What follows belongs to an exercise in optimizing a design on an open flow for small area and a short achievable clock period; a production flow would make more cautious choices. In this exercise RTL edits were held to simulation tests only and were not proved equivalent to the original. In every run shown here, the design's own scripts or RTL, not TritonCTS, make the clock network. The flow treats the clock pin as an ideal source. Dropping or thinning the clock tree relies on that and would not hold on a real chip. No activity file was given, so power comes from the tool's default toggle rates.

## flow/design.v (module list and top-level ports; edited modules follow where they fit)
// module core_settings_regs: 239 lines
// module stick_deadzone: 39 lines
// module color_correct: 64 lines
// module cc_rb: 582 lines
// module rtc_packer: 30 lines
// module core_top: 67 lines
module core_top #(
  parameter int reset_pulse_cycles = 1048576
) (
  input  logic                          clk_74a,
  input  logic                          pll_core_locked,
  input  logic [core_pkg::bridge_w-1:0] bridge_addr,
  input  logic                          bridge_wr,
  input  logic [core_pkg::bridge_w-1:0] bridge_wr_data,
  input  logic [31:0]                   cont1_joy,
  input  logic [core_pkg::bridge_w-1:0] rtc_date,
  input  logic [core_pkg::bridge_w-1:0] rtc_time,
  input  logic [core_pkg::rgb_w-1:0]    rgb_in,
  input  logic                          de_in,
  input  logic                          vs_in,
  input  logic [core_pkg::chan_w-1:0]   snap_index,
  output logic                          core_reset,
  output logic [core_pkg::chan_w-1:0]   stick_x,
  output logic [core_pkg::chan_w-1:0]   stick_y,
  output logic [23:0]                   video_rgb,
  output logic                          video_de,
  output logic [core_pkg::rtc_w-1:0]    rtc_word
);
  // ...
==> flow/flow/run.sh <==
#!/bin/bash
# The standard layout (standard.sh), with these changes to how it is made:
# - the ports get the smallest buffer (buf_1) instead of the delay buffer
#   buffer_ports picks by itself;
# - after synthesis, polar.py removes inverters between adder cells by
#   flipping full adders (a full adder is self-dual), without touching the
#   registers or changing the logic function;
# - after global placement, the gate that makes core_reset gets its own
#   buffer on pll_core_locked (clone_reset_buf.tcl), apart from the reset tree;
# - after clock tree synthesis, its 17-buffer H-tree is replaced by a root
#   buffer and leaf buffers over k-means groups of the registers, as many
#   groups (from 8) as keep the estimated clock-pin slew under 95 ps
#   (post_cts.tcl, manual_cts.tcl);
# - timing repair aims for 10.3 ns of setup slack, well beyond the 18 ns
#   constraint, so that it shortens the critical paths.
# - the constant outputs share the tie cells synthesis made, instead of one
#   tie cell per output (SKIP_REPAIR_TIE_FANOUT).
# The constraints (constraint.sdc) and everything else are the standard flow's.
set -eo pipefail
export BUFFER_PORTS_ARGS="-buffer_cell sky130_fd_sc_hd__buf_1"
export SETUP_SLACK_MARGIN=10.3
export SKIP_REPAIR_TIE_FANOUT=1
export CTS_ARGS="-sink_clustering_enable -repair_clock_nets -buf_list sky130_fd_sc_hd__clkbuf_8 -dont_use_dummy_load"
export POST_CTS_TCL=$PWD/flow/post_cts.tcl
export MCTS_LEAVES=8
export MCTS_SLEW_TARGET=0.095
export MCTS_LEAF=sky130_fd_sc_hd__clkbuf_8
export MCTS_ROOT=sky130_fd_sc_hd__clkbuf_8
RES=$PWD/orfs/results/sky130hd/core_top/base
bash standard.sh $RES/1_2_yosys.v 2>&1 | tee standard_0.log
python3 flow/polar.py $RES/1_2_yosys.v $RES/1_2_yosys.v 2>&1 | tee polar.log
bash standard.sh $RES/3_3_place_gp.odb 2>&1 | tee standard_1.log
CLONE_ODB=$RES/3_3_place_gp.odb openroad -no_init -exit flow/clone_reset_buf.tcl 2>&1 | tee clone.log
bash standard.sh 2>&1 | tee standard_2.log
==> flow/flow/clone_reset_buf.tcl <==
# Give the core_reset gate its own input buffer on pll_core_locked, so that
# the combinational pll_core_locked -> core_reset path does not wait on the
# buffer that also drives the registers' reset tree.
set odb_file $::env(CLONE_ODB)
read_db $odb_file
set block [ord::get_db_block]
set db [ord::get_db]
set pnet [$block findNet pll_core_locked]
set inbuf ""
foreach it [$pnet getITerms] {
  if {[$it isInputSignal]} { set inbuf [$it getInst] }
}
if {$inbuf eq ""} { puts "clone: no input buffer found"; exit 0 }
set bnet [[$inbuf findITerm X] getNet]
# core_reset port -> output buffer -> gate
set onet [$block findNet core_reset]
set obuf ""
foreach it [$onet getITerms] { if {[$it isOutputSignal]} { set obuf [$it getInst] } }
set gnet [[$obuf findITerm A] getNet]
proc driver_inst {net} {
  foreach it [$net getITerms] { if {[$it isOutputSignal]} { return [$it getInst] } }
  return ""
}
# search the fan-in cone of core_reset (a few gates deep) for the input pin
# fed by the pll_core_locked input buffer, directly or through buffers
proc on_inbuf {net bnet} {
  for {set k 0} {$k < 4} {incr k} {
    if {[$net getName] eq [$bnet getName]} { return 1 }
    set d [driver_inst $net]
    if {$d eq "" || ![string match "*buf*" [[$d getMaster] getName]]} { return 0 }
    set net [[$d findITerm A] getNet]
  }
  return 0
}
set gpin ""
set frontier [list $gnet]
for {set lvl 0} {$lvl < 4 && $gpin eq ""} {incr lvl} {
  set next {}
  foreach net $frontier {
    set g [driver_inst $net]
    if {$g eq ""} { continue }
    foreach it [$g getITerms] {
      if {![$it isInputSignal] || [$it getNet] eq "NULL"} { continue }
      if {[on_inbuf [$it getNet] $bnet]} { set gpin $it; set gate $g; break }
      lappend next [$it getNet]
    }
    if {$gpin ne ""} { break }
  }
  set frontier $next
}
if {$gpin eq ""} { puts "clone: core_reset gate not on the input buffer net"; exit 0 }
puts "clone: input buffer [$inbuf getName], output buffer [$obuf getName], gate [$gate getName] pin [[$gpin getMTerm] getName]"
set m [$db findMaster sky130_fd_sc_hd__buf_1]
set ni [odb::dbInst_create $block $m "core_reset_pll_buf"]
set nn [odb::dbNet_create $block "core_reset_pll_net"]
[$ni findITerm A] connect $pnet
[$ni findITerm X] connect $nn
$gpin disconnect
$gpin connect $nn
foreach t [$ni getITerms] { set n [$t getMTerm]; if {[$n getSigType] eq "POWER"} { $t connect [$block findNet VDD] } ; if {[$n getSigType] eq "GROUND"} { $t connect [$block findNet VSS] } }
set loc [$gate getLocation]
$ni setLocation [lindex $loc 0] [lindex $loc 1]
$ni setPlacementStatus PLACED
write_db $odb_file
==> flow/flow/manual_cts.tcl <==
# Manual clock tree: the clock port drives one root buffer, which drives one
# leaf buffer per group of registers; the groups are formed by k-means on the
# register positions. Used instead of TritonCTS's H-tree, which for this small
# design builds 17 buffers.
proc manual_clock_tree {nleaf leaf_master root_master} {
  set block [ord::get_db_block]
  set db [ord::get_db]
  set clknet [$block findNet clk_74a]
  set sinks {}
  foreach it [$clknet getITerms] {
    if {[$it isInputSignal]} { lappend sinks $it }
  }
  set n [llength $sinks]
  # positions
  set xs {}; set ys {}
  foreach it $sinks {
    set b [[$it getInst] getBBox]
    lappend xs [expr {([$b xMin] + [$b xMax]) / 2.0}]
    lappend ys [expr {([$b yMin] + [$b yMax]) / 2.0}]
  }
  # k-means, initial centres spread along x then y
  set idx [lsort -integer -indices [lmap x $xs {expr {int($x)}}]]
  set cx {}; set cy {}
  for {set k 0} {$k < $nleaf} {incr k} {
    set i [lindex $idx [expr {int(($k + 0.5) * $n / $nleaf)}]]
    lappend cx [lindex $xs $i]; lappend cy [lindex $ys $i]
  }
  for {set iter 0} {$iter < 50} {incr iter} {
    set asg {}
    for {set i 0} {$i < $n} {incr i} {
      set best 0; set bd 1e30
      for {set k 0} {$k < $nleaf} {incr k} {
        set d [expr {abs([lindex $xs $i] - [lindex $cx $k]) + abs([lindex $ys $i] - [lindex $cy $k])}]
        if {$d < $bd} { set bd $d; set best $k }
      }
      lappend asg $best
    }
    set ncx {}; set ncy {}
    for {set k 0} {$k < $nleaf} {incr k} {
      set sx 0; set sy 0; set c 0
      for {set i 0} {$i < $n} {incr i} {
        if {[lindex $asg $i] == $k} { set sx [expr {$sx + [lindex $xs $i]}]; set sy [expr {$sy + [lindex $ys $i]}]; incr c }
      }
      if {$c > 0} { lappend ncx [expr {$sx / $c}]; lappend ncy [expr {$sy / $c}] } else { lappend ncx [lindex $cx $k]; lappend ncy [lindex $cy $k] }
    }
    set cx $ncx; set cy $ncy
  }
  set lm [$db findMaster $leaf_master]
  set rm [$db findMaster $root_master]
  set vdd [$block findNet VDD]; set vss [$block findNet VSS]
  proc pg {inst vdd vss} {
    foreach t [$inst getITerms] {
      set s [[$t getMTerm] getSigType]
      if {$s eq "POWER"} { $t connect $vdd }
      if {$s eq "GROUND"} { $t connect $vss }
    }
  }
  # root buffer at the centre of the leaves
  set rx 0; set ry 0
  foreach x $cx y $cy { set rx [expr {$rx + $x}]; set ry [expr {$ry + $y}] }
  set rx [expr {int($rx / $nleaf)}]; set ry [expr {int($ry / $nleaf)}]
  set root [odb::dbInst_create $block $rm "clkroot_buf"]
  set rnet [odb::dbNet_create $block "clkroot_net"]
  $rnet setSigType CLOCK
  [$root findITerm A] connect $clknet
  [$root findITerm X] connect $rnet
  pg $root $vdd $vss
  $root setLocation $rx $ry; $root setPlacementStatus PLACED
  for {set k 0} {$k < $nleaf} {incr k} {
    set lb [odb::dbInst_create $block $lm "clkleaf_buf_$k"]
    set lnet [odb::dbNet_create $block "clkleaf_net_$k"]
    $lnet setSigType CLOCK
    [$lb findITerm A] connect $rnet
    [$lb findITerm X] connect $lnet
    pg $lb $vdd $vss
    $lb setLocation [expr {int([lindex $cx $k])}] [expr {int([lindex $cy $k])}]
    $lb setPlacementStatus PLACED
    for {set i 0} {$i < $n} {incr i} {
      if {[lindex $asg $i] == $k} {
        set it [lindex $sinks $i]
        $it disconnect
        $it connect $lnet
      }
    }
  }
  puts "manual_clock_tree: $n sinks, $nleaf leaves"
}
==> flow/flow/polar.py <==
#!/usr/bin/env python3
"""Inverter cleanup on a mapped sky130 netlist from yosys.

A full adder is self-dual: FA(~a, ~b, ~c) = (~sum, ~cout). Yosys's extract_fa
leaves inverters between adder cells when neighbouring adders were extracted
in opposite polarity. This pass flips full adders where that removes
inverters, and removes inverter pairs. The logic function is unchanged.
usage: polar.py in.v out.v
"""
import re, sys, collections

INV = "sky130_fd_sc_hd__inv_1"
FA_RE = re.compile(r"sky130_fd_sc_hd__fa_\d+$")

def parse(text):
    # split module into header, cell instances, trailer
    m = re.search(r"(module\s.*?;)(.*)(endmodule)", text, re.S)
    head, body, tail = text[:m.end(1)], m.group(2), text[m.start(3):]
    items = []   # list of ("raw", str) or ("cell", typ, name, [(pin, net)])
    pos = 0
    cell_re = re.compile(r"\s*(sky130_fd_sc_hd__\w+)\s+(\S+)\s*\((.*?)\);", re.S)
    for stmt in re.finditer(r"[^;]*;", body, re.S):
        s = stmt.group(0)
        cm = cell_re.fullmatch(s)
        if cm:
            pins = [(p, n.strip()) for p, n in re.findall(r"\.(\w+)\(([^()]*)\)", cm.group(3))]
            items.append(["cell", cm.group(1), cm.group(2), pins])
        else:
            items.append(["raw", s])
        pos = stmt.end()
    rest = body[pos:]
    return head, items, rest, tail

OUTPINS = {"X", "Y", "Q", "Q_N", "SUM", "COUT", "HI", "LO"}

def run(text):
    head, items, rest, tail = parse(text)
    cells = [it for it in items if it[0] == "cell"]
    newwires = []
    cnt = [0]
    def fresh():
        cnt[0] += 1
        w = f"_polar{cnt[0]}_"
        newwires.append(w)
        return w
    def build():
        drv, loads = {}, collections.defaultdict(list)
        for c in cells:
            if c[0] != "cell": continue
            for i, (p, n) in enumerate(c[3]):
                if p in OUTPINS: drv[n] = (c, p)
                else: loads[n].append((c, i))
        return drv, loads
    protected = set()  # nets that are ports: never remove their drivers' identity
    ports = set(re.findall(r"(?:input|output)\s+(?:\[[^\]]*\]\s*)?([^;\s]+)", head + "".join(x[1] for x in items if x[0] == "raw")))
    changed = True
    rounds = 0
    while changed and rounds < 50:
        changed = False; rounds += 1
        drv, loads = build()
        # 1) inverter pairs: inv(inv(x)) -> x for loads that are not ports
        for c in cells:
            if c[0] != "cell" or c[1] != INV: continue
            a = dict(c[3])["A"]; y = dict(c[3])["Y"]
            d = drv.get(a)
            if d and d[0][1] == INV and y not in ports:
                x = dict(d[0][3])["A"]
                for (lc, i) in loads[y]:
                    lc[3][i] = (lc[3][i][0], x)
                c[0] = "dead"; changed = True
        if changed: 
            cells[:] = [c for c in cells if c[0] == "cell"]
            # drop inverters with no loads
            drv, loads = build()
            for c in cells:
                if c[1] == INV and dict(c[3])["Y"] not in ports and not loads[dict(c[3])["Y"]]:
                    c[0] = "dead"
            cells[:] = [c for c in cells if c[0] == "cell"]
            continue
        # 2) flip a full adder when that saves inverters
        best = None
        for c in cells:
            if not FA_RE.match(c[1]): continue
            pins = dict(c[3])
            ins = [pins["A"], pins["B"], pins["CIN"]]
            outs = [pins["SUM"], pins["COUT"]]
            cost = 0
            for n in ins:
                d = drv.get(n)
                if d and d[0][1] == INV and len(loads[n]) == 1 and n not in ports:
                    cost -= 1          # its inverter goes away
                else:
                    cost += 1          # needs a new inverter
            for n in outs:
                ls = loads[n]
                if n in ports or not ls: cost += 1; continue
                if all(lc[1] == INV for lc, _ in ls):
                    cost -= len(ls)    # each load inverter goes away
                    cost += 0
                else:
                    cost += 1          # new inverter on the output
            if cost < 0 and (best is None or cost < best[0]):
                best = (cost, c)
        if best:
            cost, c = best
            pins = dict(c[3])
            newpins = []
            for p, n in c[3]:
                if p in ("A", "B", "CIN"):
                    d = drv.get(n)
                    if d and d[0][1] == INV and len(loads[n]) == 1 and n not in ports:
                        newpins.append((p, dict(d[0][3])["A"])); d[0][0] = "dead"
                    else:
                        w = fresh(); cells.append(["cell", INV, f"_polar_i{cnt[0]}_", [("A", n), ("Y", w)]])
                        newpins.append((p, w))
                elif p in ("SUM", "COUT"):
                    ls = loads[n]
                    w = fresh()
                    if n not in ports and ls and all(lc[1] == INV for lc, _ in ls):
                        # every load is an inverter: they now see the true value
                        for lc, i in ls:
                            y = dict(lc[3])["Y"]
                            for (llc, j) in loads[y]:
                                llc[3][j] = (llc[3][j][0], w)
                            if y in ports:
                                lc[3] = [("A", w), ("Y", y)]; lc[1] = "sky130_fd_sc_hd__buf_1"
                            else:
                                lc[0] = "dead"
                    else:
                        cells.append(["cell", INV, f"_polar_o{cnt[0]}_", [("A", w), ("Y", n)]])
                    newpins.append((p, w))
                else:
                    newpins.append((p, n))
            c[3] = newpins
            cells[:] = [x for x in cells if x[0] == "cell"]
            changed = True
    # re-emit
    out = [head]
    wires = "".join(f"\n  wire {w};" for w in newwires)
    out.append(wires)
    for it in items:
        if it[0] == "raw": out.append(it[1])
    for c in cells:
        pins = ",\n".join(f"    .{p}({n}{' ' if n.startswith(chr(92)) else ''})" for p, n in c[3])
        out.append(f"\n  {c[1]} {c[2]} (\n{pins}\n  );")
    out.append(rest); out.append("\n" + tail)
    return "".join(out)

if __name__ == "__main__":
    text = open(sys.argv[1]).read()
    res = run(text)
    open(sys.argv[2], "w").write(res)
    b = len(re.findall(INV + r"\s", text)); a = len(re.findall(INV + r"\s", res))
    print(f"polar: inverters {b} -> {a}", file=sys.stderr)
==> flow/flow/post_cts.tcl <==
source [file join [file dirname [info script]] manual_cts.tcl]
set block [ord::get_db_block]
set clknet [$block findNet clk_74a]
set sinks {}
foreach inst [$block getInsts] {
  set ck [$inst findITerm CLK]
  if {$ck ne "NULL" && [$ck getNet] ne "NULL"} { lappend sinks $ck }
}
proc remove_tree {block} {
  set removed 0
  foreach inst [$block getInsts] {
    set n [$inst getName]
    if {[string match "clkbuf_*" $n] || [string match "clkload*" $n] || [string match "clkroot_buf" $n] || [string match "clkleaf_buf_*" $n]} {
      odb::dbInst_destroy $inst; incr removed
    }
  }
  foreach net [$block getNets] {
    set n [$net getName]
    if {[string match "clknet_*" $n] || $n eq "clkroot_net" || [string match "clkleaf_net_*" $n]} { odb::dbNet_destroy $net }
  }
  return $removed
}
proc worst_clk_slew {} {
  estimate_parasitics -placement
  set worst 0
  foreach pin [get_pins -of_objects [all_registers] -filter "name==CLK"] {
    set s [get_property $pin slew_max]
    if {$s > $worst} { set worst $s }
  }
  return $worst
}
set target $::env(MCTS_SLEW_TARGET)
for {set nleaf $::env(MCTS_LEAVES)} {$nleaf <= 20} {incr nleaf} {
  set removed [remove_tree $block]
  foreach ck $sinks { if {[$ck getNet] ne "NULL"} { $ck disconnect }; $ck connect $clknet }
  manual_clock_tree $nleaf $::env(MCTS_LEAF) $::env(MCTS_ROOT)
  set w [worst_clk_slew]
  puts "post_cts: $nleaf leaves, removed $removed cells, worst clock-pin slew $w"
  if {$w <= $target} { break }
}
detailed_placement
check_placement -verbose
set w [worst_clk_slew]
puts "post_cts: after legalizing, worst clock-pin slew $w"
==> flow/standard.sh <==
#!/bin/bash
# synth_recipe.tcl (not shown) runs the flow's synth.tcl, then flattens the netlist and writes it again
# the make line also repeats each setting of config.mk as NAME=value (left out here)
make -C /OpenROAD-flow-scripts/flow DESIGN_CONFIG=/design/flow/config.mk WORK_HOME=/design/flow/orfs CLKGATE_MAP_FILE= SYNTH_SCRIPT=/design/flow/synth_recipe.tcl "${@:-finish}"
==> flow/config.mk <==
export PLATFORM = sky130hd
export DESIGN_NAME = core_top
export DESIGN_NICKNAME = core_top
export VERILOG_FILES = /design/flow/design.v
export SDC_FILE = /design/flow/constraint.sdc
export NUM_CORES = 4
export LEC_CHECK = 0
export CAP_MARGIN = 20
export CORE_MARGIN = 2
export CORE_UTILIZATION = 40
export SLEW_MARGIN = 20
==> flow/constraint.sdc <==
create_clock -name core_clock -period 18.0 [get_ports {clk_74a}]
set_input_delay 3.6000 -clock core_clock [delete_from_list [all_inputs] [get_ports {clk_74a}]]
set_output_delay 3.6000 -clock core_clock [all_outputs]
set_load 0.01 [all_outputs]
==> impl_metrics.json, run 1 <==
{
  "status": "no timing/DRC/antenna violations",
  "io_buffers": 184,
  "slew_violations": 0,
  "power_frac_comb_pct": 39.0,
  "wl_met2_mm": 11.1,
  "critPathTopFamily": "simple AND/OR/NAND/NOR gates",
  "intPower_uw": 472,
  "drive_above_1_share_pct": 9.01,
  "wire_per_inst_um": 15.7,
  "met1_usage_pct": 24.3,
  "path_depth": 18,
  "pwr_density_cell_nw_per_um2": 71.1,
  "clock_latency_ns": 0.44,
  "area_growth_pct": 10.8,
  "wirelength_mm": 22.4,
  "gr-usage-met3_pct": 2.05,
  "tightest_slew_ns": 0.984,
  "vias_per_cell": 5.02,
  "grt_antenna_before_repair": 0,
  "finalSetupTns_ns": 0,
  "multi_input_cells": 690,
  "rr_endpoint": "i_color.video_rgb[21]$_DFFE_PN0P_",
  "nFillCells": 2261,
  "taps": 313,
  "reg2reg_depth": 25,
  "hold_slack_ns": 0.479,
  "dieArea_um2": 24600,
  "start_kind": "input pin",
  "drcViolationCount": 0,
  "detail-route-antenna-nets": 0,
  "cp_data_arrival_time_ns": 7.91,
  "grt_use_met2_pct": 32.1,
  "route.top_layer_used": "met4",
  "min_period_over_period_pct": 42.1,
  "grt_usage_pct": 18.3
}
==> module core_settings_regs, before the edit <==
module core_settings_regs #(
  parameter int reset_pulse_cycles = 1048576
) (
  input  logic                          clk_74a,
  input  logic                          pll_core_locked,
  input  logic                          bridge_wr,
  input  logic [core_pkg::bridge_w-1:0] bridge_addr,
  input  logic [core_pkg::bridge_w-1:0] bridge_wr_data,
  output logic                          core_reset,
  output logic [core_pkg::chan_w-1:0]   deadzone,
  output logic [core_pkg::chan_w-1:0]   strength,
  output logic                          square_pixels
);
  localparam logic [19:0] pulse_start = 20'h00001;
  localparam logic [19:0] pulse_last  = 20'h80000;
  logic [19:0] pulse_lfsr;
  logic        pulse_active;
  always_ff @(posedge clk_74a or negedge pll_core_locked) begin
    if (!pll_core_locked) begin
      pulse_lfsr   <= '0;
      pulse_active <= 1'b0;
    end else if (bridge_wr && bridge_addr == core_pkg::addr_reset_pulse) begin
      pulse_lfsr   <= pulse_start;
      pulse_active <= 1'b1;
    end else begin
      if (pulse_lfsr == pulse_last) begin
        pulse_lfsr <= '0;
      end else begin
        pulse_lfsr <= {pulse_lfsr[18:0], pulse_lfsr[19] ^ pulse_lfsr[16]};
      end
      if (pulse_lfsr == '0) begin
        pulse_active <= 1'b0;
      end
    end
  end
  if (reset_pulse_cycles != 1048576) begin : g_count
    localparam int cnt_w = $clog2(reset_pulse_cycles + 1);
    logic [cnt_w-1:0] pulse_count;
    always_ff @(posedge clk_74a or negedge pll_core_locked) begin
      if (!pll_core_locked) begin
        pulse_count <= '0;
      end else begin
        if (pulse_count != '0) begin
          pulse_count <= pulse_count - cnt_w'(1);
        end
        if (bridge_wr && bridge_addr == core_pkg::addr_reset_pulse) begin
          pulse_count <= cnt_w'(reset_pulse_cycles);
        end
      end
    end
    assign core_reset = !pll_core_locked || (pulse_count != '0);
  end else begin : g_lfsr_out
    assign core_reset = !pll_core_locked || pulse_active;
  end
  logic [2:0] strength_g;
  logic [7:0] strength_raw;
  logic [7:0] strength_next;
  always_comb begin
    case (bridge_wr_data[6:0])
      7'd0: strength_g = 3'd0;
      7'd1: strength_g = 3'd0;
      7'd2: strength_g = 3'd0;
      7'd3: strength_g = 3'd0;
      7'd4: strength_g = 3'd0;
      7'd5: strength_g = 3'd0;
      7'd6: strength_g = 3'd0;
      7'd7: strength_g = 3'd0;
      7'd8: strength_g = 3'd0;
      7'd9: strength_g = 3'd0;
      7'd10: strength_g = 3'd0;
      7'd11: strength_g = 3'd1;
      7'd12: strength_g = 3'd0;
      7'd13: strength_g = 3'd1;
      7'd14: strength_g = 3'd0;
      7'd15: strength_g = 3'd1;
      7'd16: strength_g = 3'd0;
      7'd17: strength_g = 3'd1;
      7'd18: strength_g = 3'd0;
      7'd19: strength_g = 3'd1;
      7'd20: strength_g = 3'd1;
      7'd21: strength_g = 3'd1;
      7'd22: strength_g = 3'd1;
      7'd23: strength_g = 3'd1;
      7'd24: strength_g = 3'd1;
      7'd25: strength_g = 3'd1;
      7'd26: strength_g = 3'd1;
      7'd27: strength_g = 3'd1;
      7'd28: strength_g = 3'd1;
      7'd29: strength_g = 3'd1;
      7'd30: strength_g = 3'd1;
      7'd31: strength_g = 3'd2;
      7'd32: strength_g = 3'd1;
      7'd33: strength_g = 3'd2;
      7'd34: strength_g = 3'd1;
      7'd35: strength_g = 3'd2;
      7'd36: strength_g = 3'd1;
      7'd37: strength_g = 3'd2;
      7'd38: strength_g = 3'd1;
      7'd39: strength_g = 3'd2;
      7'd40: strength_g = 3'd2;
      7'd41: strength_g = 3'd2;
      7'd42: strength_g = 3'd2;
      7'd43: strength_g = 3'd2;
      7'd44: strength_g = 3'd2;
      7'd45: strength_g = 3'd2;
      7'd46: strength_g = 3'd2;
      7'd47: strength_g = 3'd2;
      7'd48: strength_g = 3'd2;
      7'd49: strength_g = 3'd2;
      7'd50: strength_g = 3'd2;
      7'd51: strength_g = 3'd3;
      7'd52: strength_g = 3'd2;
      7'd53: strength_g = 3'd3;
      7'd54: strength_g = 3'd2;
      7'd55: strength_g = 3'd3;
      7'd56: strength_g = 3'd2;
      7'd57: strength_g = 3'd3;
      7'd58: strength_g = 3'd2;
      7'd59: strength_g = 3'd3;
      7'd60: strength_g = 3'd3;
      7'd61: strength_g = 3'd3;
      7'd62: strength_g = 3'd3;
      7'd63: strength_g = 3'd3;
      7'd64: strength_g = 3'd3;
      7'd65: strength_g = 3'd3;
      7'd66: strength_g = 3'd3;
      7'd67: strength_g = 3'd3;
      7'd68: strength_g = 3'd3;
      7'd69: strength_g = 3'd3;
      7'd70: strength_g = 3'd3;
      7'd71: strength_g = 3'd4;
      7'd72: strength_g = 3'd3;
      7'd73: strength_g = 3'd4;
      7'd74: strength_g = 3'd3;
      7'd75: strength_g = 3'd4;
      7'd76: strength_g = 3'd3;
      7'd77: strength_g = 3'd4;
      7'd78: strength_g = 3'd3;
      7'd79: strength_g = 3'd4;
      7'd80: strength_g = 3'd4;
      7'd81: strength_g = 3'd4;
      7'd82: strength_g = 3'd4;
      7'd83: strength_g = 3'd4;
      7'd84: strength_g = 3'd4;
      7'd85: strength_g = 3'd4;
      7'd86: strength_g = 3'd4;
      7'd87: strength_g = 3'd4;
      7'd88: strength_g = 3'd4;
      7'd89: strength_g = 3'd4;
      7'd90: strength_g = 3'd4;
      7'd91: strength_g = 3'd5;
      7'd92: strength_g = 3'd4;
      7'd93: strength_g = 3'd5;
      7'd94: strength_g = 3'd4;
      7'd95: strength_g = 3'd5;
      7'd96: strength_g = 3'd4;
      7'd97: strength_g = 3'd5;
      7'd98: strength_g = 3'd4;
      7'd99: strength_g = 3'd5;
      7'd100: strength_g = 3'd5;
      7'd101: strength_g = 3'd5;
      7'd102: strength_g = 3'd5;
      7'd103: strength_g = 3'd5;
      7'd104: strength_g = 3'd5;
      7'd105: strength_g = 3'd5;
      7'd106: strength_g = 3'd5;
      7'd107: strength_g = 3'd5;
      7'd108: strength_g = 3'd5;
      7'd109: strength_g = 3'd5;
      7'd110: strength_g = 3'd5;
      7'd111: strength_g = 3'd6;
      7'd112: strength_g = 3'd5;
      7'd113: strength_g = 3'd6;
      7'd114: strength_g = 3'd5;
      7'd115: strength_g = 3'd6;
      7'd116: strength_g = 3'd5;
      7'd117: strength_g = 3'd6;
      7'd118: strength_g = 3'd5;
      7'd119: strength_g = 3'd6;
      7'd120: strength_g = 3'd6;
      7'd121: strength_g = 3'd6;
      7'd122: strength_g = 3'd6;
      7'd123: strength_g = 3'd6;
      7'd124: strength_g = 3'd6;
      7'd125: strength_g = 3'd6;
      7'd126: strength_g = 3'd6;
      7'd127: strength_g = 3'd6;
    endcase
  end
  wire st_0 = bridge_wr_data[0] ^ bridge_wr_data[2];
  wire st_1 = bridge_wr_data[0] & bridge_wr_data[2];
  wire st_2 = bridge_wr_data[1] ^ bridge_wr_data[3] ^ strength_g[2];
  wire st_3 = (bridge_wr_data[1] & bridge_wr_data[3]) | (bridge_wr_data[1] & strength_g[2]) | (bridge_wr_data[3] & strength_g[2]);
  wire st_4 = bridge_wr_data[2] ^ bridge_wr_data[4];
  wire st_5 = bridge_wr_data[2] & bridge_wr_data[4];
  wire st_6 = bridge_wr_data[3] ^ bridge_wr_data[5];
  wire st_7 = bridge_wr_data[3] & bridge_wr_data[5];
  wire st_8 = bridge_wr_data[4] ^ bridge_wr_data[6];
  wire st_9 = bridge_wr_data[4] & bridge_wr_data[6];
  wire st_10 = bridge_wr_data[1] ^ strength_g[0];
  wire st_11 = bridge_wr_data[1] & strength_g[0];
  wire st_12 = st_0 ^ strength_g[1] ^ st_11;
  wire st_13 = (st_0 & strength_g[1]) | (st_0 & st_11) | (strength_g[1] & st_11);
  wire st_14 = st_1 ^ st_2 ^ st_13;
  wire st_15 = (st_1 & st_2) | (st_1 & st_13) | (st_2 & st_13);
  wire st_16 = st_3 ^ st_4 ^ st_15;
  wire st_17 = (st_3 & st_4) | (st_3 & st_15) | (st_4 & st_15);
  wire st_18 = st_5 ^ st_6 ^ st_17;
  wire st_19 = (st_5 & st_6) | (st_5 & st_17) | (st_6 & st_17);
  wire st_20 = st_7 ^ st_8 ^ st_19;
  wire st_21 = (st_7 & st_8) | (st_7 & st_19) | (st_8 & st_19);
  wire st_22 = st_9 ^ bridge_wr_data[5] ^ st_21;
  wire st_23 = (st_9 & bridge_wr_data[5]) | (st_9 & st_21) | (bridge_wr_data[5] & st_21);
  wire st_24 = bridge_wr_data[6] ^ 1'b0 ^ st_23;
  wire st_25 = (bridge_wr_data[6] & 1'b0) | (bridge_wr_data[6] & st_23) | (1'b0 & st_23);
  assign strength_raw  = {st_24, st_22, st_20, st_18, st_16, st_14, st_12, st_10};
  assign strength_next = strength_raw | {8{bridge_wr_data[7:0] >= 8'd100}};
  always_ff @(posedge clk_74a or negedge pll_core_locked) begin
    if (!pll_core_locked) begin
      deadzone      <= '0;
      strength      <= '0;
      square_pixels <= 1'b0;
    end else if (bridge_wr) begin
      case (bridge_addr)
        core_pkg::addr_deadzone: begin
          deadzone <= bridge_wr_data[core_pkg::chan_w-1:0];
        end
        core_pkg::addr_color_corr: begin
          strength <= strength_next;
        end
        core_pkg::addr_square_pixels: begin
          square_pixels <= bridge_wr_data[0];
        end
        default: begin
        end
      endcase
    end
  end
endmodule
==> run 2, diff against run 1 <==
--- a/flow/design.v
+++ b/flow/design.v
@@ -43,25 +43,28 @@
 );
-  localparam logic [19:0] pulse_start = 20'h00001;
-  localparam logic [19:0] pulse_last  = 20'h80000;
-  logic [19:0] pulse_lfsr;
-  logic        pulse_active;
-  always_ff @(posedge clk_74a or negedge pll_core_locked) begin
-    if (!pll_core_locked) begin
-      pulse_lfsr   <= '0;
-      pulse_active <= 1'b0;
-    end else if (bridge_wr && bridge_addr == core_pkg::addr_reset_pulse) begin
-      pulse_lfsr   <= pulse_start;
-      pulse_active <= 1'b1;
-    end else begin
-      if (pulse_lfsr == pulse_last) begin
+  logic pulse_active;
+  if (reset_pulse_cycles == 1048576) begin : g_lfsr
+    localparam logic [19:0] pulse_start = 20'h00001;
+    localparam logic [19:0] pulse_last  = 20'h80000;
+    logic [19:0] pulse_lfsr;
+    logic        pulse_run;
+    always_ff @(posedge clk_74a or negedge pll_core_locked) begin
+      if (!pll_core_locked) begin
         pulse_lfsr <= '0;
+        pulse_run  <= 1'b0;
+      end else if (bridge_wr && bridge_addr == core_pkg::addr_reset_pulse) begin
+        pulse_lfsr <= pulse_start;
+        pulse_run  <= 1'b1;
       end else begin
-        pulse_lfsr <= {pulse_lfsr[18:0], pulse_lfsr[19] ^ pulse_lfsr[16]};
-      end
-      if (pulse_lfsr == '0) begin
-        pulse_active <= 1'b0;
+        if (pulse_lfsr == pulse_last) begin
+          pulse_lfsr <= '0;
+        end else begin
+          pulse_lfsr <= {pulse_lfsr[18:0], pulse_lfsr[19] ^ pulse_lfsr[16]};
+        end
+        if (pulse_lfsr == '0) begin
+          pulse_run <= 1'b0;
+        end
       end
     end
-  end
-  if (reset_pulse_cycles != 1048576) begin : g_count
+    assign pulse_active = pulse_run;
+  end else begin : g_count
     localparam int cnt_w = $clog2(reset_pulse_cycles + 1);
@@ -80,6 +83,5 @@
     end
-    assign core_reset = !pll_core_locked || (pulse_count != '0);
-  end else begin : g_lfsr_out
-    assign core_reset = !pll_core_locked || pulse_active;
+    assign pulse_active = (pulse_count != '0);
   end
+  assign core_reset = !pll_core_locked || pulse_active;
   logic [2:0] strength_g;
==> run 2 against run 1 <==
Utilization decreased by 0.84 points. Die area increased by 1.8%. Still clean. Fmax about the same. Register-to-register slack about the same. Flip-flop and latch count unchanged. Sequential power decreased by 5%. Cell area increased by 0.84%. Wire length increased by 2.9%. Critical endpoint is now i_color.video_rgb[16]$_DFFE_PN0P_.
==> impl_metrics.json, run 2 <==
{
  "status": "no timing/DRC/antenna violations",
  "syn-num-nets": 1320,
  "finalCriticalPeriod_ns": 7.57,
  "synthesis.area_um2": 9500,
  "start_util_pct": 40.6,
  "grt_pass1_vias": 7147,
  "tightest_slew_ns": 0.908,
  "detail-route-antenna-nets": 0,
  "area_growth_pct": 9.64,
  "dieArea_um2": 25000,
  "biggestRegsByFlops": "i_rtc.prev_time x32, i_color.video_rgb x24, i_settings.g_lfsr.pulse_lfsr x20",
  "path_common_cell": "buf_4",
  "slew_headroom_pct": 39.2,
  "drt_pass1_iterations": 5,
  "ir_drop_mv": 0.0453,
  "grt_antenna_before_repair": 0,
  "layout.nets": 1437,
  "hold_slack_ns": 0.484,
  "num_vias": 7348,
  "hp-start": "i_color.video_rgb[11]$_DFFE_PN0P_",
  "ys_warn_count": 5,
  "ioPinCount": 304,
  "finalPower_uw": 571,
  "regMostFlops": "i_rtc.prev_time",
  "std_cell_rows": 56,
  "grt_max_degree": 83,
  "gp_congestion": 0.879,
  "crit_start": "rgb_in[21]",
  "n_antenna_cell": 0,
  "finalSetupTns_ns": 0,
  "cp-end-kind": "register",
  "worstReg2RegStart": "i_settings.strength[3]$_DFFE_PN0P_",
  "fin_cells": 1442,
  "max_cap_viol_count": 0,
  "syn_inst": 1008,
  "grt_remaining_overflow": 0,
  "hold_viol_final": 0,
  "clock_latency_ns": 0.42,
  "min_period_over_period_pct": 42.1,
  "drcViolationCount": 0,
  "fmax_ghz": 0.132,
  "avgSynthCellArea_um2": 9.43,
  "timing.setup.critical_path_class": "in2reg",
  "cp.required_ns": 18.29,
  "start_kind": "input pin",
  "grt_pass1_wl_mm": 36.2,
  "mostFrequentLayoutCells": "buf_1 (174), dfrtp_1 (107), inv_1 (92), nand2_1 (78), fa_1 (65)",
  "wire_per_inst_um": 16.0,
  "crit_chain": "buf_4 -> or4_1 -> a21o_1 -> o211ai_4 -> nand2_4 -> buf_4 -> mux2i_1 -> o21ai_1 -> ha_1 -> fa_1 -> maj3_2 -> maj3_2 -> a211o_1 -> o21bai_4 -> buf_4 -> fa_1 -> a22o_1",
  "dpl.hpwl_mm": 17.4,
  "io_buffers": 184,
  "clk_transition_reported_paths_ns": 0.07,
  "setup_violations": 0,
  "vias_per_cell": 5.10,
  "power_leakage_nw": 4.48,
  "cts.sinks": 114,
  "hold_path_class": "reg2reg",
  "rsz0062_at_grt": "no",
  "fin_skew_ns": 0.0310,
  "first_iter_violations": 441,
  "crit_slowest_cell": "or4_1",
  "wirelength_mm": 23.1,
  "drive_above_1_share_pct": 7.75,
  "grt_usage_pct": 17.8,
  "fp.coreArea_um2": 23400,
  "placedCellCount": 1409,
  "die_h_um": 158,
  "pwr_density_cell_nw_per_um2": 54.8,
  "die_x_um": 158,
  "post-place-ws_ns": 9.40,
  "largest_reg_flops": 32,
  "nFillCells": 2333,
  "layout_commonest_cell": "buf_1",
  "slew_violations": 0,
  "setup_slack_ns": 10.43,
  "critPathMaxFanout": 16,
  "cp_data_arrival_time_ns": 7.86,
  "cpPeakStageDelay_ns": 0.52
}
## run 2: area by class of cell
class                           count  area [um^2]  area share (%)
Buffer                             12          155            1.49
Tap cell                          319          399            3.83
Multi-Input combinational cell    694         5720            54.9
Sequential cell                   114         2870            27.5
Inverter                           95          360            3.46
Timing Repair Buffer              208          918            8.81
## run 2: where the power goes
part / leakage (nW) / switching (mW) / internal (mW)
combinational: 2.99 / 0.0958 / 0.0639
sequential: 1.41 / 0.00691 / 0.271
clock: 0.0791 / 0.0795 / 0.0545
total: 4.48 / 0.182 / 0.389
## run 2: critical path: cells and delay by family
| family | cells | cell delay [ns] |
|---|---|---|
| mux | 1 | 0.16 |
| buf+inv | 3 | 0.47 |
| compound gates | 6 | 1.12 |
| fa+ha+maj | 5 | 1.85 |
| simple gates | 2 | 0.66 |
## run 2: metal layers
| layer | part of all wire, % | routed length, um | vias to the layer above | GRT usage, % |
|---|---|---|---|---|
| li1 | - | - | 3606 | - |
| met1 | 47 | 10800 | 3529 | 26.0 |
| met2 | 47 | 10800 | 187 | 29.0 |
| met3 | 4.4 | 1010 | 26 | 1.92 |
| met4 | 1.7 | 390 | 0 | 3.05 |
| met5 | 0 | 0 | - | 0 |
## run 2: stage by stage
stage | area (um^2) | utilization [%]
final | 10400 | 44.5
after global placement | 9980 | 42.6
after floorplan | 9530 | -
after global routing | 10400 | 44.5
after detailed placement | 9980 | 42.7
## run 2: worst paths after layout
| kind | endpoint | slack, ns | cells past startpoint |
|---|---|---|---|
| max | i_color.video_rgb[16]$_DFFE_PN0P_ | 10.43 | 17 |
| min | i_color.video_rgb[11]$_DFFE_PN0P_ | 0.48 | 2 |
| max reg2reg | i_color.video_rgb[21]$_DFFE_PN0P_ | 10.59 | 22 |
| min reg2reg | i_color.video_rgb[11]$_DFFE_PN0P_ | 0.48 | 2 |
| max in group asynchronous | i_settings.strength[1]$_DFFE_PN0P_ | 13.71 | 2 |
| min in group asynchronous | i_rtc.prev_time[24]$_DFF_PN0_ | 3.15 | 1 |
==> run 3, diff against run 2 <==
--- a/flow/design.v
+++ b/flow/design.v
@@ -43,28 +43,25 @@
 );
-  logic pulse_active;
-  if (reset_pulse_cycles == 1048576) begin : g_lfsr
-    localparam logic [19:0] pulse_start = 20'h00001;
-    localparam logic [19:0] pulse_last  = 20'h80000;
-    logic [19:0] pulse_lfsr;
-    logic        pulse_run;
-    always_ff @(posedge clk_74a or negedge pll_core_locked) begin
-      if (!pll_core_locked) begin
+  localparam logic [19:0] pulse_start = 20'h00001;
+  localparam logic [19:0] pulse_last  = 20'h80000;
+  logic [19:0] pulse_lfsr;
+  logic        pulse_active;
+  always_ff @(posedge clk_74a or negedge pll_core_locked) begin
+    if (!pll_core_locked) begin
+      pulse_lfsr   <= '0;
+      pulse_active <= 1'b0;
+    end else if (bridge_wr && bridge_addr == core_pkg::addr_reset_pulse) begin
+      pulse_lfsr   <= pulse_start;
+      pulse_active <= 1'b1;
+    end else begin
+      if (pulse_lfsr == pulse_last) begin
         pulse_lfsr <= '0;
-        pulse_run  <= 1'b0;
-      end else if (bridge_wr && bridge_addr == core_pkg::addr_reset_pulse) begin
-        pulse_lfsr <= pulse_start;
-        pulse_run  <= 1'b1;
       end else begin
-        if (pulse_lfsr == pulse_last) begin
-          pulse_lfsr <= '0;
-        end else begin
-          pulse_lfsr <= {pulse_lfsr[18:0], pulse_lfsr[19] ^ pulse_lfsr[16]};
-        end
-        if (pulse_lfsr == '0) begin
-          pulse_run <= 1'b0;
-        end
+        pulse_lfsr <= {pulse_lfsr[18:0], pulse_lfsr[19] ^ pulse_lfsr[16]};
+      end
+      if (pulse_lfsr == '0) begin
+        pulse_active <= 1'b0;
       end
     end
-    assign pulse_active = pulse_run;
-  end else begin : g_count
+  end
+  if (reset_pulse_cycles != 1048576) begin : g_count
     localparam int cnt_w = $clog2(reset_pulse_cycles + 1);
@@ -83,5 +80,6 @@
     end
-    assign pulse_active = (pulse_count != '0);
+    assign core_reset = !pll_core_locked || (pulse_count != '0);
+  end else begin : g_lfsr_out
+    assign core_reset = !pll_core_locked || pulse_active;
   end
-  assign core_reset = !pll_core_locked || pulse_active;
   logic [2:0] strength_g;
--- a/flow/flow/run.sh
+++ b/flow/flow/run.sh
@@ -10,3 +10,3 @@
 # - after clock tree synthesis, its 17-buffer H-tree is replaced by a root
-#   buffer and leaf buffers over k-means groups of the registers, as many
+#   buffer and leaf buffers over equal-size k-means groups of the registers, as many
 #   groups (from 8) as keep the estimated clock-pin slew under 95 ps
--- a/flow/flow/manual_cts.tcl
+++ b/flow/flow/manual_cts.tcl
@@ -2,3 +2,5 @@
 # leaf buffer per group of registers; the groups are formed by k-means on the
-# register positions. Used instead of TritonCTS's H-tree, which for this small
+# register positions, with each group limited to an equal share of the
+# registers (assignment of the closest register-centre pairs first).
+# Used instead of TritonCTS's H-tree, which for this small
 # design builds 17 buffers.
@@ -27,11 +29,19 @@
   }
-  for {set iter 0} {$iter < 50} {incr iter} {
-    set asg {}
+  set cap [expr {($n + $nleaf - 1) / $nleaf}]
+  for {set iter 0} {$iter < 30} {incr iter} {
+    # capacity-limited assignment: closest (sink, centre) pairs first
+    set pairs {}
     for {set i 0} {$i < $n} {incr i} {
-      set best 0; set bd 1e30
       for {set k 0} {$k < $nleaf} {incr k} {
-        set d [expr {abs([lindex $xs $i] - [lindex $cx $k]) + abs([lindex $ys $i] - [lindex $cy $k])}]
-        if {$d < $bd} { set bd $d; set best $k }
+        lappend pairs [list [expr {abs([lindex $xs $i] - [lindex $cx $k]) + abs([lindex $ys $i] - [lindex $cy $k])}] $i $k]
       }
-      lappend asg $best
+    }
+    set pairs [lsort -real -index 0 $pairs]
+    set asg [lrepeat $n -1]
+    set cnt [lrepeat $nleaf 0]
+    foreach p $pairs {
+      lassign $p d i k
+      if {[lindex $asg $i] >= 0 || [lindex $cnt $k] >= $cap} { continue }
+      lset asg $i $k
+      lset cnt $k [expr {[lindex $cnt $k] + 1}]
     }
@@ -48,3 +58,3 @@
   set lm [$db findMaster $leaf_master]
-  set rm [$db findMaster $root_master]
+  if {$root_master ne "none"} { set rm [$db findMaster $root_master] }
   set vdd [$block findNet VDD]; set vss [$block findNet VSS]
@@ -61,9 +71,13 @@
   set rx [expr {int($rx / $nleaf)}]; set ry [expr {int($ry / $nleaf)}]
-  set root [odb::dbInst_create $block $rm "clkroot_buf"]
-  set rnet [odb::dbNet_create $block "clkroot_net"]
-  $rnet setSigType CLOCK
-  [$root findITerm A] connect $clknet
-  [$root findITerm X] connect $rnet
-  pg $root $vdd $vss
-  $root setLocation $rx $ry; $root setPlacementStatus PLACED
+  if {$root_master eq "none"} {
+    set rnet $clknet
+  } else {
+    set root [odb::dbInst_create $block $rm "clkroot_buf"]
+    set rnet [odb::dbNet_create $block "clkroot_net"]
+    $rnet setSigType CLOCK
+    [$root findITerm A] connect $clknet
+    [$root findITerm X] connect $rnet
+    pg $root $vdd $vss
+    $root setLocation $rx $ry; $root setPlacementStatus PLACED
+  }
   for {set k 0} {$k < $nleaf} {incr k} {
--- a/flow/config.mk
+++ b/flow/config.mk
@@ -9,3 +9,4 @@
 export CORE_MARGIN = 2
-export CORE_UTILIZATION = 40
+export CORE_UTILIZATION = 55
+export PLACE_DENSITY = 0.8
 export SLEW_MARGIN = 20
==> run 3 against run 2 <==
Fmax shrank 0.85%. Register-to-register slack got worse by 0.09 ns. Sequential share of layout area rose by 0.45 points. Worst hold slack lost 0.0031 ns. Critical path type unchanged. Critical endpoint is now i_color.video_rgb[21]$_DFFE_PN0P_. Largest power group is now combinational logic.
==> impl_metrics.json, run 3 <==
{
  "final_util_pct": 61.7,
  "die_h_um": 134,
  "mostFrequentLayoutCells": "buf_1 (175), dfrtp_1 (107), inv_1 (87), nand2_1 (80), fa_1 (59)",
  "status": "no timing/DRC/antenna violations",
  "nFillCells": 1422,
  "grt_max_degree": 69,
  "fmax_ghz": 0.131,
  "rr_endpoint": "i_color.video_rgb[23]$_DFFE_PN0P_",
  "regMostFlops": "i_rtc.prev_time",
  "min_period_over_period_pct": 42.4,
  "clock_latency_ns": 0.40,
  "layout_commonest_cell": "buf_1",
  "dpl_cell_area_um2": 9810,
  "cts.sinks": 114,
  "p_sw_uw": 261,
  "num_vias": 7390,
  "area_growth_pct": 9.62,
  "fp.coreArea_um2": 16600,
  "slew_violations": 0,
  "syn-num-nets": 1306,
  "grt_pass1_vias": 7426,
  "cp-end-kind": "register",
  "holdPathEnd": "i_rtc.rtc_changed$_DFF_PN0_",
  "start_kind": "input pin",
  "top_usage_layer": "met2",
  "ys_warn_count": 5,
  "ioPinCount": 304,
  "drcViolationCount": 0,
  "biggestRegsByFlops": "i_rtc.prev_time x32, i_color.video_rgb x24, i_settings.pulse_lfsr x20",
  "fin_area_um2": 10200,
  "die_x_um": 134,
  "sw_frac_of_total_pct": 36.3,
  "finalSetupTns_ns": 0,
  "rrSetupSlack_ns": 10.50,
  "wirelength_mm": 21.7,
  "finalCriticalPeriod_ns": 7.64,
  "intPower_uw": 458,
  "pwr-share-clk_pct": 18.5,
  "pwr_density_cell_nw_per_um2": 70.3,
  "slew_headroom_pct": 44.2,
  "seqCellArea_um2": 2860,
  "layout.nets": 1420,
  "hold_depth": 1,
  "cp.required_ns": 18.29,
  "first_iter_violations": 477,
  "drive_above_1_share_pct": 9.58,
  "placedCellCount": 1304,
  "met1_usage_pct": 31.0,
  "multi_input_area_um2": 5750,
  "hold_path_class": "reg2reg",
  "detail-route-antenna-nets": 0,
  "dieArea_um2": 18000,
  "vias_per_cell": 5.57,
  "cp_data_arrival_time_ns": 7.93,
  "tightest_slew_ns": 0.837,
  "drt_pass1_iterations": 5,
  "clk_transition_reported_paths_ns": 0.08,
  "power_frac_comb_pct": 41.1,
  "largest_reg_flops": 32,
  "reg2reg_depth": 25,
  "n_antenna_cell": 0,
  "start_util_pct": 56.3,
  "hp-start": "i_rtc.rtc_changed$_DFF_PN0_",
  "grt_use_met2_pct": 41.2,
  "gp_congestion": 0.857,
  "rsz0062_at_grt": "yes",
  "fin_skew_ns": 0.0140,
  "grt_pass1_wl_mm": 35.0,
  "io_buffers": 184,
  "p_seq_share_pct": 40.4,
  "gr-usage-met3_pct": 3.59,
  "power_leakage_nw": 4.50,
  "critPathMaxFanout": 7,
  "std_cell_rows": 47,
  "setup_violations": 0,
  "avgSynthCellArea_um2": 9.39,
  "syn_inst": 994,
  "grt_usage_pct": 23.6,
  "grt_remaining_overflow": 0,
  "ir_drop_mv": 0.0530,
  "wire_per_inst_um": 16.4,
  "max_cap_viol_count": 0,
  "worstReg2RegStart": "i_settings.strength[1]$_DFFE_PN0P_",
  "grt_antenna_before_repair": 0,
  "dpl.hpwl_mm": 16.5,
  "hold_viol_final": 0,
  "timing.setup.critical_path_class": "in2reg",
  "fin_cells": 1326,
  "synthesis.area_um2": 9330
}
-- run 3: how the worst max path moves through the flow --
stage               start                           endpoint  slack, ns  cells past startpoint
2_1_floorplan  rgb_in[18]  i_color.video_rgb[21]$_DFFE_PN0P_      10.31                     21
3_3_place_gp   rgb_in[19]  i_color.video_rgb[21]$_DFFE_PN0P_       9.55                     21
3_5_place_dp   rgb_in[19]  i_color.video_rgb[21]$_DFFE_PN0P_       9.48                     21
5_1_grt        rgb_in[20]  i_color.video_rgb[21]$_DFFE_PN0P_      10.21                     19
6_report       rgb_in[17]  i_color.video_rgb[21]$_DFFE_PN0P_      10.36                     19
-- run 3: cell type report --
type	instances	area share, %
repair buffers	202	8.33
flip-flops and latches	114	28.0
multi-input cells	690	56.2
plain buffers	12	1.52
well taps	220	2.69
inverters	88	3.27
-- run 3: metrics by stage --
| stage | hold WS, ns | total power [mW] | worst slack, ns |
|---|---|---|---|
| 6_report | 0.481 | 0.719 | 10.36 |
| 5_1_grt | 0.508 | 0.767 | 10.21 |
| 2_1_floorplan | 0.448 | 0.500 | 10.31 |
| 3_3_place_gp | 0.463 | 0.558 | 9.55 |
| 3_5_place_dp | 0.470 | 0.567 | 9.48 |
-- run 3: layer usage --
layer,part of all wire [%],vias to the layer above
li1,-,3520
met1,42,3580
met2,50,238
met3,5.6,52
met4,2.3,0
met5,0,-
-- run 3: power groups by stage --
stage	clock network [mW]	logic, mW	registers (mW)
after global placement	0	0.263	0.295
final	0.133	0.295	0.291
after detailed placement	0	0.271	0.295
after global routing	0.145	0.329	0.293
after floorplan	0	0.197	0.303
-- run 3: critical path, stage by stage --
cell	delay (ns)
clkbuf_4	0.15
or4_4	0.55
a21oi_4	0.18
nor4_4	0.06
or3_4	0.45
and2_4	0.19
nand2_2	0.07
o21ai_2	0.08
fa_1	0.48
inv_1	0.06
fa_1	0.56
nand2b_4	0.17
o2111ai_4	0.17
a211oi_2	0.26
o31ai_2	0.16
a31oi_4	0.30
nor3_2	0.09
nand2b_1	0.15
a22o_1	0.17
==> run 4, diff against run 3 <==
--- a/flow/config.mk
+++ b/flow/config.mk
@@ -9,4 +9,4 @@
 export CORE_MARGIN = 2
-export CORE_UTILIZATION = 55
-export PLACE_DENSITY = 0.8
+export CORE_UTILIZATION = 40
+export GPL_TIMING_DRIVEN = 0
 export SLEW_MARGIN = 20
==> run 4 against run 3 <==
Utilization fell by 13 points. Worst hold slack improved by 0.0067 ns. Worst setup slack worse by 0.24 ns. Via count increased by 4.6%. Wire length increased by 14%. Critical path type unchanged. Cell area rose by 9.3%. Register-to-register slack lost 0.19 ns. Sequential share of layout area fell by 2.4 points. Combinational power is 11% higher. Still clean on timing, DRC and antenna. Total power up 3.8%.
==> impl_metrics.json, run 4 <==
{
  "status": "no timing/DRC/antenna violations",
  "timing.setup.critical_path_class": "in2reg",
  "hp-start": "i_rtc.rtc_changed$_DFF_PN0_",
  "critPathTopFamily": "adder cells",
  "post-place-ws_ns": 9.36,
  "dieArea_um2": 24600,
  "setup_slack_ns": 10.13,
  "avgSynthCellArea_um2": 9.39,
  "path_depth": 22,
  "cts.sinks": 114,
  "fp.coreArea_um2": 22800,
  "regMostFlops": "i_rtc.prev_time",
  "biggestRegsByFlops": "i_rtc.prev_time x32, i_color.video_rgb x24, i_settings.pulse_lfsr x20",
  "grt_max_degree": 34,
  "gp_congestion": 0.858,
  "grt_antenna_before_repair": 0,
  "max_cap_viol_count": 0,
  "cp-end-kind": "register",
  "min_period_over_period_pct": 43.7,
  "tightest_slew_ns": 0.826,
  "wl_met1_mm": 10.2,
  "wirelength_mm": 24.6,
  "final_util_pct": 49.1,
  "grt_remaining_overflow": 0,
  "dpl.hpwl_mm": 19.7,
  "setup_violations": 0,
  "drcViolationCount": 0,
  "fin_skew_ns": 0.00688,
  "syn_inst": 994,
  "route.top_layer_used": "met4",
  "multi_input_area_um2": 5750,
  "hold_viol_final": 0,
  "nFillCells": 2251,
  "clock_latency_ns": 0.39,
  "std_cell_rows": 55,
  "slew_headroom_pct": 44.8,
  "syn-num-nets": 1306,
  "reg2reg_depth": 26,
  "crit_start": "rgb_in[18]",
  "path_buf_inv": 7,
  "clk_transition_reported_paths_ns": 0.08,
  "hold_path_class": "reg2reg",
  "wl_met3_mm": 1.39,
  "synthesis.area_um2": 9330,
  "fin_cells": 1548,
  "placedCellCount": 1515,
  "cp.required_ns": 18.28,
  "io_buffers": 204,
  "slew_violations": 0,
  "detail-route-antenna-nets": 0,
  "drive_above_1_share_pct": 15.1,
  "start_util_pct": 41.0,
  "finalSetupTns_ns": 0,
  "ir_drop_mv": 0.0531,
  "critPathMaxFanout": 6,
  "area_growth_pct": 19.9,
  "fmax_ghz": 0.127,
  "grt_usage_pct": 19.8,
  "path_common_cell": "buf_6",
  "vias_per_cell": 4.99,
  "cpPeakStageDelay_ns": 0.54,
  "seqCellArea_um2": 2860,
  "worstReg2RegStart": "i_settings.strength[2]$_DFFE_PN0P_",
  "wl_met2_mm": 12.6,
  "endpoint": "i_color.video_rgb[16]$_DFFE_PN0P_",
  "wire_per_inst_um": 15.9,
  "n_antenna_cell": 0,
  "layout.nets": 1549,
  "grt_pass1_wl_mm": 39.3,
  "rrSetupSlack_ns": 10.31,
  "die_x_um": 157,
  "mostFrequentLayoutCells": "buf_1 (202), dfrtp_1 (108), buf_4 (88), inv_1 (85), nand2_1 (80)",
  "ys_warn_count": 5,
  "grt_pass1_vias": 7806,
  "start_kind": "input pin",
  "largest_reg_flops": 32,
  "num_vias": 7727,
  "rsz0062_at_grt": "yes",
  "drt_pass1_iterations": 6,
  "crit_chain": "buf_8 -> buf_6 -> or4_4 -> a21oi_4 -> nor4_4 -> or3_1 -> buf_6 -> and2_4 -> buf_6 -> buf_4 -> nand2_1 -> o21ai_0 -> inv_1 -> fa_1 -> inv_1 -> fa_1 -> maj3_1 -> nand3_2 -> nor2_1 -> a21oi_1 -> fa_2 -> a22o_1",
  "finalCriticalPeriod_ns": 7.87,
  "rr_endpoint": "i_color.video_rgb[21]$_DFFE_PN0P_",
  "pwr_density_cell_nw_per_um2": 66.7,
  "layout_commonest_cell": "buf_1",
  "die_h_um": 157,
  "crit_slowest_cell": "or4_4",
  "first_iter_violations": 407,
  "ioPinCount": 304,
  "cp_data_arrival_time_ns": 8.15,
  "power_leakage_nw": 5.00
}
## run 4: how the worst min path moves through the flow
stage	endpoint	depth (start not counted)	slack (ns)
floorplan	i_rtc.rtc_changed$_DFF_PN0_	1	0.45
detailed placement	i_color.video_rgb[17]$_DFFE_PN0P_	2	0.47
global placement	i_color.snap_even$_DFFE_PN1P_	2	0.47
global route	i_rtc.rtc_changed$_DFF_PN0_	1	0.50
finish	i_rtc.rtc_changed$_DFF_PN0_	1	0.49
## run 4: cell type report
type / instances / area share, %
well taps: 313 / 3.50
multi-input cells: 690 / 51.4
inverters: 88 / 2.97
repair buffers: 230 / 9.12
flip-flops and latches: 114 / 25.6
plain buffers: 113 / 7.40
## run 4: routing by layer
layer / track usage, % / up-vias
met5: 0 / -
met4: 4.33 / 0
met3: 2.49 / 30
met2: 35.3 / 239
met1: 25.8 / 3685
li1: - / 3773
## run 4: stage by stage
stage	power [mW]	cell area (um^2)	hold WS, ns
2_1_floorplan	0.500	9430	0.448
5_1_grt	0.804	11200	0.501
3_5_place_dp	0.591	10600	0.470
6_report	0.746	11200	0.488
3_3_place_gp	0.585	10600	0.466
## run 4: power breakdown
group	total, mW	internal, mW	switching, mW
sequential	0.290	0.279	0.0105
combinational	0.326	0.145	0.181
clock	0.131	0.0499	0.0807
==> run 5, diff against run 4 <==
--- a/flow/config.mk
+++ b/flow/config.mk
@@ -10,3 +10,3 @@
 export CORE_UTILIZATION = 40
-export GPL_TIMING_DRIVEN = 0
 export SLEW_MARGIN = 20
+export TNS_END_PERCENT = 0
==> run 5 against run 4 <==
Still clean. Final cell count is 8.5% lower. Sequential power hardly changed. Worst hold slack worse by 0.0060 ns. Fmax is 2.3% higher. Combinational power is 15% lower.
==> impl_metrics.json, run 5 <==
{
  "status": "no timing/DRC/antenna violations",
  "die_x_um": 157,
  "tightest_slew_ns": 0.989,
  "num_vias": 7118,
  "vias_per_cell": 5.02,
  "dieArea_um2": 24600,
  "avgSynthCellArea_um2": 9.39,
  "cpPeakStageDelay_ns": 0.55,
  "fp.coreArea_um2": 22800,
  "finalPower_uw": 703,
  "syn_inst": 994,
  "placedCellCount": 1399,
  "power_leakage_nw": 4.47,
  "drive_above_1_share_pct": 7.34,
  "finalSetupTns_ns": 0,
  "grt_max_degree": 73,
  "drt_pass1_iterations": 5,
  "die_h_um": 157,
  "start_util_pct": 41.0,
  "largest_reg_flops": 32,
  "grt_usage_pct": 18.3,
  "setup_slack_ns": 10.30,
  "slew_violations": 0,
  "gp_congestion": 0.845,
  "grt_pass1_wl_mm": 36.4,
  "syn-num-nets": 1306,
  "mostFrequentLayoutCells": "buf_1 (178), dfrtp_1 (107), inv_1 (87), nand2_1 (81), fa_1 (64)",
  "grt_use_met2_pct": 31.9,
  "path_buf_inv": 1,
  "wire_per_inst_um": 15.7,
  "area_growth_pct": 9.37,
  "ioPinCount": 304,
  "biggestRegsByFlops": "i_rtc.prev_time x32, i_color.video_rgb x24, i_settings.pulse_lfsr x20",
  "grt_antenna_before_repair": 0,
  "rsz0062_at_grt": "yes",
  "cp-end-kind": "register",
  "detail-route-antenna-nets": 0,
  "path_common_cell": "fa_1",
  "top_usage_layer": "met2",
  "ir_drop_mv": 0.0494,
  "hold_path_class": "reg2reg",
  "regMostFlops": "i_rtc.prev_time",
  "finalCriticalPeriod_ns": 7.70,
  "cp.required_ns": 18.29,
  "start_kind": "input pin",
  "first_iter_violations": 389,
  "crit_slowest_cell": "or4_4",
  "pwr_density_cell_nw_per_um2": 68.9,
  "gr-usage-met3_pct": 2.30,
  "fmax_ghz": 0.130,
  "io_buffers": 184,
  "max_cap_viol_count": 0,
  "fin_cells": 1417,
  "ys_warn_count": 5,
  "critPathMaxFanout": 13,
  "cts.sinks": 114,
  "n_antenna_cell": 0,
  "slew_headroom_pct": 34.1,
  "met1_usage_pct": 24.3,
  "cp_data_arrival_time_ns": 7.98,
  "crit_chain": "buf_2 -> or4_4 -> a21oi_2 -> nor4_2 -> or3_4 -> and2_1 -> nand2_1 -> o21ai_0 -> fa_1 -> fa_1 -> nor2b_2 -> o2111ai_4 -> a2111oi_4 -> a21oi_4 -> a31oi_2 -> nor3_2 -> nand2b_1 -> a22o_1",
  "drcViolationCount": 0,
  "wirelength_mm": 22.3,
  "grt_pass1_vias": 7253,
  "layout_commonest_cell": "buf_1",
  "critPathTopFamily": "simple AND/OR/NAND/NOR gates",
  "hold_viol_final": 0,
  "post-place-ws_ns": 9.42,
  "synthesis.area_um2": 9330,
  "min_period_over_period_pct": 42.8,
  "timing.setup.critical_path_class": "in2reg",
  "dpl.hpwl_mm": 17.2,
  "grt_remaining_overflow": 0,
  "std_cell_rows": 55,
  "clock_latency_ns": 0.40,
  "setup_violations": 0,
  "layout.nets": 1418,
  "fin_skew_ns": 0.00786,
  "clk_transition_reported_paths_ns": 0.08
}
## run 5: metrics by stage
stage / hold WS (ns) / cell area (um^2) / utilization (%)
after floorplan: 0.448 / 9430 / -
after global placement: 0.462 / 9940 / 43.6
after detailed placement: 0.472 / 9940 / 43.6
after global routing: 0.511 / 10200 / 44.8
final: 0.482 / 10200 / 44.8
## run 5: layout make-up
class | count | area [um^2]
plain buffers | 12 | 155
fillers | 2274 | 12600
inverters | 88 | 334
multi-input cells | 690 | 5630
flip-flops and latches | 114 | 2870
well taps | 313 | 392
repair buffers | 200 | 822
## run 5: metal layers
metal  routed length, um  vias up
li1                    -     3508
met1               10100     3425
met2               10900      159
met3                 888       26
met4                 427        0
met5                   0        -
## run 5: power by group
part	switching (mW)	leakage (nW)	internal, mW
Combinational	0.162	3.00	0.117
Clock	0.0797	0.0791	0.0545
Sequential	0.0107	1.39	0.279
Total	0.252	4.47	0.450
## run 5: path summary, 6_finish.rpt
path / from / endpoint / slack (ns) / cells after the start
max: rgb_in[21] / i_color.video_rgb[21]$_DFFE_PN0P_ / 10.30 / 18
min: i_color.snap_even$_DFFE_PN1P_ / i_color.snap_even$_DFFE_PN1P_ / 0.48 / 2
max reg2reg: i_settings.strength[1]$_DFFE_PN0P_ / i_color.video_rgb[23]$_DFFE_PN0P_ / 10.46 / 25
min reg2reg: i_color.snap_even$_DFFE_PN1P_ / i_color.snap_even$_DFFE_PN1P_ / 0.48 / 2
max in group asynchronous: pll_core_locked / i_rtc.prev_time[7]$_DFF_PN0_ / 13.43 / 2
min in group asynchronous: pll_core_locked / i_stick.stick_x[4]$_DFF_PN0_ / 3.23 / 1
## run 5: worst min-delay path: stages (launching register included)
cell and delay, ns:
dfstp_2 0.37, nand2_1 0.04, o21ai_0 0.07
==> run 6, diff against run 5 <==
--- a/flow/config.mk
+++ b/flow/config.mk
@@ -11,2 +11,2 @@
 export SLEW_MARGIN = 20
-export TNS_END_PERCENT = 0
+export TNS_END_PERCENT = 10
==> run 6 against run 5 <==
Critical path depth is the same. Synthesized cell count is the same. Sequential share of layout area is the same. Global-route usage is the same. Via count is the same. Die area is the same. Still clean on timing, DRC and antenna.
==> impl_metrics.json, run 6 <==
{
  "io_buffers": 184,
  "start_util_pct": 41.0,
  "clock_latency_ns": 0.40,
  "n_antenna_cell": 0,
  "nFillCells": 2274,
  "crit_start": "rgb_in[21]",
  "cp_data_arrival_time_ns": 7.98,
  "ys_warn_count": 5,
  "rsz0062_at_grt": "yes",
  "endpoint": "i_color.video_rgb[21]$_DFFE_PN0P_",
  "fmax_ghz": 0.130,
  "grt_usage_pct": 18.3,
  "grt_pass1_vias": 7253,
  "min_period_over_period_pct": 42.8,
  "dieArea_um2": 24600,
  "reg2reg_depth": 25,
  "rr_endpoint": "i_color.video_rgb[23]$_DFFE_PN0P_",
  "hold_viol_final": 0,
  "dpl.hpwl_mm": 17.2,
  "syn-num-nets": 1306,
  "fp.coreArea_um2": 22800,
  "detail-route-antenna-nets": 0,
  "timing.setup.critical_path_class": "in2reg",
  "grt_antenna_before_repair": 0,
  "drive_above_1_share_pct": 7.34,
  "slew_violations": 0,
  "tightest_slew_ns": 0.989,
  "start_kind": "input pin",
  "layout.nets": 1418,
  "biggestRegsByFlops": "i_rtc.prev_time x32, i_color.video_rgb x24, i_settings.pulse_lfsr x20",
  "dpl_cell_area_um2": 9940,
  "hold_path_class": "reg2reg",
  "slew_headroom_pct": 34.1,
  "largest_reg_flops": 32,
  "final_util_pct": 44.8,
  "worstReg2RegStart": "i_settings.strength[1]$_DFFE_PN0P_",
  "fin_skew_ns": 0.00786,
  "wire_per_inst_um": 15.7,
  "ir_drop_mv": 0.0494,
  "gp_congestion": 0.845,
  "die_h_um": 157,
  "synthesis.area_um2": 9330,
  "layout_commonest_cell": "buf_1",
  "num_vias": 7118,
  "wirelength_mm": 22.3,
  "grt_remaining_overflow": 0,
  "die_x_um": 157,
  "status": "no timing/DRC/antenna violations",
  "mostFrequentLayoutCells": "buf_1 (178), dfrtp_1 (107), inv_1 (87), nand2_1 (81), fa_1 (64)",
  "cp-end-kind": "register",
  "pwr_density_cell_nw_per_um2": 68.9,
  "max_cap_viol_count": 0,
  "drcViolationCount": 0,
  "grt_max_degree": 73,
  "power_leakage_nw": 4.47,
  "finalPower_uw": 703,
  "cp.required_ns": 18.29,
  "critPathMaxFanout": 13,
  "rrSetupSlack_ns": 10.46,
  "clk_transition_reported_paths_ns": 0.08,
  "cts.sinks": 114,
  "fin_area_um2": 10200,
  "avgSynthCellArea_um2": 9.39,
  "first_iter_violations": 389,
  "grt_pass1_wl_mm": 36.4,
  "area_growth_pct": 9.37,
  "setup_slack_ns": 10.30,
  "setup_violations": 0,
  "post-place-ws_ns": 9.42,
  "std_cell_rows": 55,
  "drt_pass1_iterations": 5,
  "vias_per_cell": 5.02,
  "regMostFlops": "i_rtc.prev_time",
  "ioPinCount": 304,
  "syn_inst": 994,
  "finalSetupTns_ns": 0,
  "finalCriticalPeriod_ns": 7.70
}
==> run 6: area by class of cell <==
class / count / area (um^2) / area share, %
multi-input cells: 690 / 5630 / 55.2
flip-flops and latches: 114 / 2870 / 28.1
repair buffers: 200 / 822 / 8.06
well taps: 313 / 392 / 3.84
inverters: 88 / 334 / 3.27
plain buffers: 12 / 155 / 1.52
==> run 6: power breakdown <==
part / internal (mW) / total [mW] / leakage (nW) / switching [mW]
combinational: 0.117 / 0.278 / 3.00 / 0.162
clock: 0.0545 / 0.134 / 0.0791 / 0.0797
sequential: 0.279 / 0.290 / 1.39 / 0.0107
total: 0.450 / 0.703 / 4.47 / 0.252
==> run 6: worst max-delay path: stages <==
cell       delay [ns]
buf_2            0.18
or4_4            0.55
a21oi_2          0.15
nor4_2           0.07
or3_4            0.41
and2_1           0.25
nand2_1          0.09
o21ai_0          0.11
fa_1             0.52
fa_1             0.44
nor2b_2          0.19
o2111ai_4        0.19
a2111oi_4        0.38
a21oi_4          0.07
a31oi_2          0.32
nor3_2           0.10
nand2b_1         0.16
a22o_1           0.18
==> run 6: stage by stage <==
| step | cells | hold slack, ns |
|---|---|---|
| final | 1417 | 0.482 |
| after global routing | 1417 | 0.511 |
| after floorplan | 994 | 0.448 |
| after global placement | 1398 | 0.462 |
| after detailed placement | 1399 | 0.472 |
==> run 6: how the worst min path moves through the flow <==
stage                                                      to  cells past startpoint  slack, ns                                start
after floorplan                   i_rtc.rtc_changed$_DFF_PN0_                      1       0.45          i_rtc.rtc_changed$_DFF_PN0_
after global placement    i_settings.pulse_lfsr[18]$_DFF_PN0_                      1       0.46  i_settings.pulse_lfsr[17]$_DFF_PN0_
after detailed placement          i_rtc.rtc_changed$_DFF_PN0_                      1       0.47          i_rtc.rtc_changed$_DFF_PN0_
after global routing      i_settings.pulse_lfsr[18]$_DFF_PN0_                      1       0.51  i_settings.pulse_lfsr[17]$_DFF_PN0_
final                           i_color.snap_even$_DFFE_PN1P_                      2       0.48        i_color.snap_even$_DFFE_PN1P_
==> run 6: metal layers <==
| metal | track usage, % | up-vias | part of all wire [%] |
|---|---|---|---|
| met5 | 0 | - | 0 |
| met4 | 3.89 | 0 | 1.9 |
| met3 | 2.30 | 26 | 4.0 |
| met2 | 31.9 | 159 | 49 |
| met1 | 24.3 | 3425 | 45 |
| li1 | - | 3508 | - |

==> static timing again, ports no longer ideal <==
How much do the figures lean on ideal ports? The routed layouts below were timed once more, with nothing changed but the port constraints.
Step 1: set_driving_cell puts a clkbuf_16 on clk_74a and a buf_2 on each other input, an assumption about the parent block.
Step 2, shift: input delay + t, output delay - t, t = (earliest + latest rising clock arrival at the registers) / 2. This alone moves slack from input paths to output paths.
Slacks: ideal / step 1 / step 2; pairs: ideal / step 1.
run | shift t [ns] | slack for setup (ns)
run 1 | 0.466 | 10.431 / 10.434 / 9.973
run 2 | 0.433 | 10.429 / 10.435 / 10.002
run 3 | 0.431 | 10.364 / 10.373 / 9.942
run 4 | 0.418 | 10.128 / 10.119 / 9.700
run 5 | 0.426 | 10.303 / 10.312 / 9.886
run 6 | 0.426 | 10.303 / 10.312 / 9.886
After both steps setup and hold are still met in every run listed.
